Context: an optimization exercise on an open-source flow, tuned for small area, a short achievable clock period and few clock cycles per item. The choices shown serve that exercise and are no tape-out recipe.
At most, simulation tests tie the RTL to the original design; equivalence was not proved.
Power is estimated from default activity; no workload was simulated.

## the previous run
Design bresenham_line_stepper_top, start of the top module:
module bresenham_line_stepper_top (
    input  wire logic                            aclk,
    input  wire logic                            aresetn,
    input  wire logic                            cfg_wr_en,
    input  wire logic [bls_pkg::CFG_IDX_W-1:0]   cfg_index,
    input  wire logic [bls_pkg::CFG_DATA_W-1:0]  cfg_wdata,
    input  wire logic                            s_tvalid,
    output logic                                 s_tready,
    input  wire logic [103:0]                    s_tdata,
    input  wire logic                            s_tuser,
    output logic                                 m_tvalid,
    input  wire logic                            m_tready,
    output logic [103:0]                         m_tdata,
    output logic                                 m_tuser,
    output logic                                 m_tlast
);
    localparam int LW = 29;             
    logic [WIN_W-1:0]   win_width_reg;
    logic [WIN_W-1:0]   win_height_reg;
    logic [PITCH_W-1:0] row_pitch_reg;
    logic [BPP_W-1:0]   bpp_reg;
    logic [COLOR_W-1:0] default_color_reg;
    always_ff @(posedge aclk) begin
        if (!aresetn) begin
            win_width_reg     <= WIN_WIDTH_RST;
            win_height_reg    <= WIN_HEIGHT_RST;
            row_pitch_reg     <= ROW_PITCH_RST;
            bpp_reg           <= BYTES_PER_PIX_RST;
            default_color_reg <= DEFAULT_COLOR_RST;
        end else if (cfg_wr_en) begin
            case (cfg_index)
                CFG_WIN_WIDTH:     win_width_reg     <= cfg_wdata[WIN_W-1:0];
                CFG_WIN_HEIGHT:    win_height_reg    <= cfg_wdata[WIN_W-1:0];
                CFG_ROW_PITCH:     row_pitch_reg     <= cfg_wdata[PITCH_W-1:0];
                CFG_BYTES_PER_PIX: bpp_reg           <= cfg_wdata[BPP_W-1:0];
                CFG_DEFAULT_COLOR: default_color_reg <= cfg_wdata[COLOR_W-1:0];
                default: ;
            endcase
        end
    end
    logic               vld_reg, busy_reg, stp_reg, act_reg, pix_reg, last_reg;
    logic [1:0]         it_reg;
  ...
Size in the first run: ~2500 cells after synthesis, ~250 I/O pins.
Settings: LEC_CHECK=0, CAP_MARGIN=20, CORE_MARGIN=2, CORE_UTILIZATION=40, SLEW_MARGIN=20; clock period 8.5 ns.
run.sh (not shown) runs the stock make flow with config.mk's settings and CLKGATE_MAP_FILE= SYNTH_SCRIPT=/design/flow/synth_recipe.tcl, a recipe that flattens the netlist after the stock synthesis.
The flow did not stop early for the previous run: all stages ran, and the layout cleared the timing, DRC and antenna checks.
Setup changes, the previous run to the current run
- ABC_CLOCK_PERIOD_IN_PS: unset -> 4000
- SETUP_SLACK_MARGIN: unset -> 4.3
Findings:
Diff the previous run -> the current run: vias after detailed routing now larger, final design utilization increased 3.0 points, first-iteration DRC count now sits higher, average wire length per cell after detail routing went up by 2.5%, register-to-register slack rose 710 ps. Of the two values seen for origin of the worst setup path, dy_reg[0] was produced by the previous run and dy_reg[1] by the current run. Combined buffer and inverter count along the critical path up 3 in the current run wrt the previous run. Fraction of synthesis flops using an asynchronous set or reset pin came out exactly the same in the previous run and the current run.
No functional check of the RTL was part of any run of this note.

build 39:
bresenham_line_stepper_top, a different RTL version from the one above (not shown whole).
Size in the first run: about 290 flip-flops, ~250 I/O pins.
export LEC_CHECK = 0
export CAP_MARGIN = 20
export CORE_MARGIN = 2
export CORE_UTILIZATION = 40
export CTS_BUF_LIST = sky130_fd_sc_hd__clkbuf_16
export CTS_CLUSTER_DIAMETER = 60
export CTS_CLUSTER_SIZE = 50
export SETUP_SLACK_MARGIN = 3.75
export SLEW_MARGIN = 20
create_clock -name core_clock -period 8.5 [get_ports {aclk}]
standard.sh (not shown) runs the stock make flow with config.mk's settings and CLKGATE_MAP_FILE= SYNTH_SCRIPT=/design/flow/synth_recipe.tcl, a recipe that flattens the netlist after the stock synthesis.
==> flow/flow/run.sh <==
#!/bin/bash
# The standard layout (the standard.sh), with the port buffers made from buf_1 cells
# instead of the buffer that buffer_ports picks by default. Every port still gets a buffer.
set -euo pipefail
export BUFFER_PORTS_ARGS="-buffer_cell sky130_fd_sc_hd__buf_1"
bash standard.sh > standard.log 2>&1
Testbench counts of build 39, summed over its fixed seeds: cycles 300,770, items 279,162.
[inputs] build 70 vs build 39
- a change of CTS_BUF_LIST from sky130_fd_sc_hd__clkbuf_16 to sky130_fd_sc_hd__clkbuf_4
- a change of CTS_CLUSTER_SIZE from 50 to 20
- a deleted CTS_CLUSTER_DIAMETER that had been 60
==> comparison <==
- Build 70 completed; timing, DRC and antenna clean
- Diff build 39 -> build 70: wire length of the first global-routing pass saw an increase; worst supply voltage drop on vdd has decreased; design area lost 160 um2.
- Build 70 vs build 39: amount of wire on met2 after detailed routing up slightly
- Delta (build 70 minus build 39): area of the multi-input gates stayed essentially flat; worst hold-check slack stayed essentially flat.
Setup changes, build 70 to build 75
- an added CTS_CLUSTER_DIAMETER of 80
- a change of CTS_BUF_LIST from sky130_fd_sc_hd__clkbuf_4 to sky130_fd_sc_hd__clkbuf_16
- a change of CTS_CLUSTER_SIZE from 20 to 40
Findings:
Delta(count of clock buffers in the final design, build 75 - build 70) < 0. Fmax of build 70 is on par with build 75. Compared with build 70, build 75 shows cell-internal power lower by about 2.4%. Of build 75 and build 70, the run reporting the lower number of antenna violations at the first check in global routing was build 75. Going from build 70 to build 75, met3 wire length shrank by about 1.4%; core utilization of the finished layout shrank by 0.51 points; power spent charging and discharging nets shrank by 1.5%; number of non-clock buffers grew by 0.58%; minimum clock period after layout held steady. As far as synthesized-area fraction occupied by xor and xnor cells goes, build 70 and build 75 are indistinguishable; the numbers are identical.
Setup changes, build 75 to build 76
- removing CTS_CLUSTER_DIAMETER (formerly 80)
- changing SETUP_SLACK_MARGIN from 3.75 to 3.5
- removing CTS_CLUSTER_SIZE (formerly 40)
- removing CTS_BUF_LIST (formerly sky130_fd_sc_hd__clkbuf_16)
==> flow/run.sh (new file) <==
#!/bin/bash
# synth_recipe.tcl (not shown) runs the flow's synth.tcl, then flattens the netlist and writes it again
# the make line also repeats each setting of config.mk as NAME=value (left out here)
make -C /OpenROAD-flow-scripts/flow DESIGN_CONFIG=/design/flow/config.mk WORK_HOME=/design/flow/orfs CLKGATE_MAP_FILE= SYNTH_SCRIPT=/design/flow/synth_recipe.tcl finish
removed: flow/flow/run.sh
removed: flow/standard.sh
## What came out
- Diff build 75 -> build 76 | wire length of the first global-routing pass | increase of about 2.4%
- Setup WNS build 75 -> build 76: worse
- Compared to build 75, build 76 has power 3.7% higher.
- Against build 75 as the reference, build 76 delivers a lower critical path data required time.

lane 1:
bresenham_line_stepper_top again, from the RTL that the note above started with.
Settings: LEC_CHECK=0, CAP_MARGIN=20, CORE_MARGIN=2, CORE_UTILIZATION=40, SETUP_SLACK_MARGIN=4.0, SLEW_MARGIN=20; clock period 8.5 ns.
run.sh (not shown) runs the stock make flow with config.mk's settings and CLKGATE_MAP_FILE= SYNTH_SCRIPT=/design/flow/synth_recipe.tcl, a recipe that flattens the netlist after the stock synthesis.
Stock flow here: none of the scripts above is used.
Testbench counts of lane 1, summed over its fixed seeds: cycles 300,770, items 279,162.
Setup changes, lane 1 to lane 2
- SETUP_SLACK_MARGIN changed from 4.0 to 3.75
==> flow/flow/run.sh (new file) <==
#!/bin/bash
# The standard layout (the standard.sh), with the port buffers made from buf_1 cells
# instead of the buffer that buffer_ports picks by default. Every port still gets a buffer.
set -euo pipefail
export BUFFER_PORTS_ARGS="-buffer_cell sky130_fd_sc_hd__buf_1"
bash standard.sh > standard.log 2>&1
==> flow/standard.sh (new file) <==
#!/bin/bash
# synth_recipe.tcl (not shown) runs the flow's synth.tcl, then flattens the netlist and writes it again
# the make line also repeats each setting of config.mk as NAME=value (left out here)
make -C /OpenROAD-flow-scripts/flow DESIGN_CONFIG=/design/flow/config.mk WORK_HOME=/design/flow/orfs CLKGATE_MAP_FILE= SYNTH_SCRIPT=/design/flow/synth_recipe.tcl "${@:-finish}"
removed: flow/run.sh
Results
For the global placer's final weighted congestion, lane 2 came in 0.042 lower than lane 1 did.
In the metrics for lane 2 and lane 1, the one carrying the higher total power is lane 1.
From lane 1 to lane 2, total negative slack did not move at all.
Comparing lane 2 and lane 1, the lower proportion of power drawn by the clock network is on lane 1.
Setup slack in lane 2 is smaller than in lane 1.
Final standard cell area without fillers of lane 2 falls short of that of lane 1 by a little under 10%.
Lane 2 — final period demand of the worst path 130 ps higher, lane 1 as reference
Re combinational power share: lane 1 was higher than lane 2.
Met2 track demand over resource: lane 2 and lane 1 compared, lower one is lane 1
Against lane 1, lane 2 comes in 4.0% lower on wire length.

## lagoon
Another version of the RTL of bresenham_line_stepper_top (not shown whole).
Size in the first run: roughly 290 flip-flops, roughly 250 I/O pins, ~24000 µm² of cells after synthesis.
export LEC_CHECK = 0
export CAP_MARGIN = 20
export CORE_MARGIN = 2
export CORE_UTILIZATION = 40
export CTS_BUF_LIST = sky130_fd_sc_hd__clkbuf_16
export CTS_CLUSTER_DIAMETER = 80
export CTS_CLUSTER_SIZE = 40
export SETUP_SLACK_MARGIN = 3.5
export SLEW_MARGIN = 20
create_clock -name core_clock -period 8.5 [get_ports {aclk}]
standard.sh (not shown) runs the stock make flow with config.mk's settings and CLKGATE_MAP_FILE= SYNTH_SCRIPT=/design/flow/synth_recipe.tcl, a recipe that flattens the netlist after the stock synthesis.
==> flow/flow/run.sh <==
#!/bin/bash
# The standard layout (the standard.sh), with the port buffers made from buf_1 cells
# instead of the buffer that buffer_ports picks by default. Every port still gets a buffer.
set -euo pipefail
export BUFFER_PORTS_ARGS="-buffer_cell sky130_fd_sc_hd__buf_1"
bash standard.sh > standard.log 2>&1
lagoon finished every stage and its layout cleared the timing, DRC and antenna checks.
Testbench counts of lagoon, summed over its fixed seeds: cycles 300,770, items 279,162.
diff inputs: lagoon => cedar
- SETUP_SLACK_MARGIN now 3.85, was 3.5
Notes after the runs:
cedar ran to completion and came out clean on the timing, DRC and antenna checks. [compare] base=lagoon new=cedar: post-layout instance area saw an increase; tightest slew margin relative to the limit up 4.4 points. On number of vias in the routed layout: cedar sits above lagoon. In terms of clock-pin slew on the worst setup and hold paths, lagoon and cedar differ only marginally. Highest ir drop seen on vdd, cedar vs lagoon: up by more than half. Comparing switching fraction of total power for cedar and lagoon, the bigger number came from lagoon. Relative to lagoon, final core utilization has increased by 1.5 points in cedar. Final critical delay including setup and external delays on cedar is ahead of lagoon.
The inputs of amber differ from those of cedar as listed below.
- SETUP_SLACK_MARGIN now 3.75, was 3.85
- CORE_UTILIZATION now 50, was 40
Results
In the tables for amber and cedar, global-route track usage on met2 reads lower with cedar.
Taking cedar as the reference, in amber final critical-path setup slack shows an increase of 0.069 ns, final design instance area without fill decreased by 1.0% relative to the old numbers, clock buffer instance count of the final layout now smaller, worst supply voltage drop on vdd rose about 5.5%, global-route wire length before repair decreased by 5.6 mm relative to the old numbers.
Between amber and cedar, it is amber whose sum of met2 wire segment lengths after detailed routing is lower, by about 8%.
Combinational power ended up about 1% lower on amber than on cedar.
Diff amber and cedar: via count higher in cedar
The cell total after placement of amber is lower than that of cedar.

== Q ==
Another version of the RTL of bresenham_line_stepper_top (not shown whole).
Size: roughly 290 flip-flops, about 250 I/O pins.
==> flow/design.v (excerpt) <==
module bresenham_line_stepper_top (
    input  wire logic                            aclk,
    input  wire logic                            aresetn,
    input  wire logic                            cfg_wr_en,
    input  wire logic [bls_pkg::CFG_IDX_W-1:0]   cfg_index,
    input  wire logic [bls_pkg::CFG_DATA_W-1:0]  cfg_wdata,
    input  wire logic                            s_tvalid,
    output logic                                 s_tready,
    input  wire logic [103:0]                    s_tdata,
    input  wire logic                            s_tuser,
    output logic                                 m_tvalid,
    input  wire logic                            m_tready,
    output logic [103:0]                         m_tdata,
    output logic                                 m_tuser,
    output logic                                 m_tlast
);
Settings: LEC_CHECK=0, CAP_MARGIN=20, CORE_MARGIN=2, CORE_UTILIZATION=40, SETUP_SLACK_MARGIN=3.75, SLEW_MARGIN=20; clock period 8.5 ns.
Scripts as last shown in full above: flow/flow/run.sh
Relative to Q, the following input files were edited for S:
Settings: an added CTS_CLUSTER_SIZE of 30; an added CTS_BUF_LIST of sky130_fd_sc_hd__clkbuf_8.
### Flow results
Post-layout instance area of S falls short of that of Q slightly.
Slowest library cell on the worst path = sky130_fd_sc_hd__o2111ai_4: S; slowest library cell on the worst path = sky130_fd_sc_hd__fa_1: Q
From Q to S the numbers moved as follows: first-iteration DRC count -82, leakage component of the power -0.040 nW, number of buffers inserted during clock tree synthesis +17, switching part of the total +1.1 points, worst slew margin relative to its limit -1.9 points.
The lower proportion of power drawn by the clock network came out of S.
In terms of detail-routed via count per cell, Q and S differ only marginally.
No run of this note included a check of the RTL's function; only the layout flow was run.

Setup of run 1:
Another version of the RTL of bresenham_line_stepper_top (not shown whole).
Size in the first run: ~280 flip-flops, roughly 250 I/O pins.
// bresenham_line_stepper_top
module bresenham_line_stepper_top (
    input  wire logic                            aclk,
    input  wire logic                            aresetn,
    input  wire logic                            cfg_wr_en,
    input  wire logic [bls_pkg::CFG_IDX_W-1:0]   cfg_index,
    input  wire logic [bls_pkg::CFG_DATA_W-1:0]  cfg_wdata,
    input  wire logic                            s_tvalid,
    output logic                                 s_tready,
    input  wire logic [103:0]                    s_tdata,
    input  wire logic                            s_tuser,
    output logic                                 m_tvalid,
    input  wire logic                            m_tready,
    output logic [103:0]                         m_tdata,
    output logic                                 m_tuser,
    output logic                                 m_tlast
);
Settings: LEC_CHECK=0, ABC_CLOCK_PERIOD_IN_PS=4000, CAP_MARGIN=20, CORE_MARGIN=2, CORE_UTILIZATION=40, SETUP_SLACK_MARGIN=4.3, SLEW_MARGIN=20; clock period 8.5 ns.
run.sh (not shown) runs the stock make flow with config.mk's settings and CLKGATE_MAP_FILE= SYNTH_SCRIPT=/design/flow/synth_recipe.tcl, a recipe that flattens the netlist after the stock synthesis.
Stock flow here: none of the scripts above is used.
Testbench counts of run 1, summed over its fixed seeds: cycles 307,970, items 279,162.
The inputs of run 2 differ from those of run 1 as listed below.
- SETUP_SLACK_MARGIN removed (was 4.3)
- ABC_CLOCK_PERIOD_IN_PS removed (was 4000)
### Flow results
Min combined flip-flop and latch cell area across run 2 and run 1: run 2
Diff run 1 -> run 2 | proportion of layout cells with a drive suffix above 1 | decrease of 10 points
The clock distribution power reported for run 2 is smaller than that of run 1 by about 3%.
Sum of net half-perimeters after detailed placement deteriorates in run 2 relative to run 1.
Run 2 completed every stage of the flow, and the final layout passed the timing, DRC and antenna checks.
Diff run 1 -> run 2 | global-route wire length before repair | down by a few percent
Core utilization is lower on run 2
Run 1 ended up with busy_reg$_SDFFE_PN0P_ as its origin of the worst setup path; run 2 ended up with it_reg[0]$_SDFFE_PP0P_.
Between run 2 and run 1, it is run 2 whose switching part of the total power is higher, by 0.48 points.

## pepper
Another version of the RTL of bresenham_line_stepper_top (not shown whole).
Size in the first run: roughly 2700 cells after synthesis, ~290 flip-flops, roughly 250 I/O pins.
make LEC_CHECK=0 CAP_MARGIN=20 CORE_MARGIN=2 CORE_UTILIZATION=40 SETUP_SLACK_MARGIN=2.5 SLEW_MARGIN=20 finish   # period 8.5 ns
Testbench counts of pepper, summed over its fixed seeds: cycles 300,770, items 279,162.
Inputs modified between pepper and quartz:
Settings: a change of SETUP_SLACK_MARGIN from 2.5 to 3.5.
Findings:
Between quartz and pepper, the difference in global-route wire length before repair is negligible. quartz vs pepper, highest-delay cell along the critical path: clkdlybuf4s50_1 vs edfxtp_1. When the final numbers for quartz and pepper were put side by side, the number of clock buffers inserted by TritonCTS turned out to be smaller in quartz. The final reports for quartz and pepper show met2 routed wirelength lower in the former. Measured against each other, quartz and pepper differ in footprint of the multi-input gates, the lower figure coming from pepper. quartz ended with more number of antenna diodes than pepper. Of quartz and pepper, the run reporting the lower critical path depth was quartz. Of quartz and pepper, quartz shows the lower largest fanout on the critical path, with pepper above it. The number of signal-net buffers in the layout in pepper is 0.822 times that in quartz. Number of nets in the final layout, quartz and pepper, higher one = quartz. The lower final worst-path cycle share of quartz and pepper is in quartz.

==> afterwards: timing with drivers on the ports <==
The flow's constraints put no driver on any port. The routed layouts listed below were extracted and timed again, unchanged, in two steps. Step 1 (the two cells are an assumption about what drives the block):
set clk [get_ports {aclk}]
set_driving_cell -lib_cell sky130_fd_sc_hd__clkbuf_16 $clk
set_driving_cell -lib_cell sky130_fd_sc_hd__buf_2 [delete_from_list [all_inputs] $clk]
Step 2 adds t to the input delays and takes it off the output delays; t is the mean of the earliest and latest rising clock arrival at the registers after step 1. Input paths then give back, and output paths get back, about the clock's delay inside the block. a / b / c = ideal ports / drivers / drivers and shift; a / b = the first two.
run | t (ns) | slack for setup (ns) | worst hold slack (ns) | worst setup path at the end | pins driven straight from the clock port
the previous run | 0.603 | 0.531 / 0.531 / 0.531 | 0.467 / 0.467 / 0.467 | register to register | 1
the current run | 0.602 | 1.244 / 1.244 / 1.244 | 0.465 / 0.465 / 0.465 | register to register | 1
build 39 | 0.624 | 3.685 / 3.685 / 3.310 | 0.463 / 0.463 / 0.463 | input to register | 1
build 70 | 0.925 | 3.689 / 3.689 / 3.161 | 0.464 / 0.464 / 0.464 | input to register | 1
build 75 | 0.633 | 3.690 / 3.690 / 3.362 | 0.468 / 0.468 / 0.468 | input to register | 1
build 76 | 0.619 | 3.555 / 3.530 / 3.144 | 0.465 / 0.465 / 0.465 | input to register | 1
lane 1 | 0.623 | 3.823 / 3.823 / 3.550 | 0.463 / 0.463 / 0.463 | input to register | 1
lane 2 | 0.625 | 3.695 / 3.695 / 3.321 | 0.462 / 0.462 / 0.462 | input to register | 1
lagoon | 0.645 | 3.579 / 3.579 / 3.255 | 0.470 / 0.470 / 0.470 | input to register | 1
cedar | 0.649 | 3.664 / 3.664 / 3.421 | 0.468 / 0.468 / 0.468 | input to register | 1
amber | 0.621 | 3.733 / 3.733 / 3.337 | 0.470 / 0.470 / 0.470 | input to register | 1
Q | 0.625 | 3.808 / 3.808 / 3.449 | 0.449 / 0.449 / 0.449 | input to register | 1
S | 0.721 | 3.833 / 3.844 / 3.135 | 0.448 / 0.448 / 0.448 | input to register | 1
run 1 | 0.621 | 3.377 / 3.377 / 3.377 | 0.465 / 0.465 / 0.465 | register to register | 1
run 2 | 0.608 | 1.905 / 1.905 / 1.905 | 0.464 / 0.464 / 0.464 | register to register | 1
pepper | 0.625 | 2.686 / 2.686 / 2.215 | 0.466 / 0.466 / 0.466 | input to register | 1
quartz | 0.631 | 3.460 / 3.364 / 2.956 | 0.470 / 0.470 / 0.470 | input to register | 1
After both steps setup and hold are still met in every run listed. The setup slack of S, which loses most, moves by +0.011 ns with the drivers and by -0.698 ns with both steps.
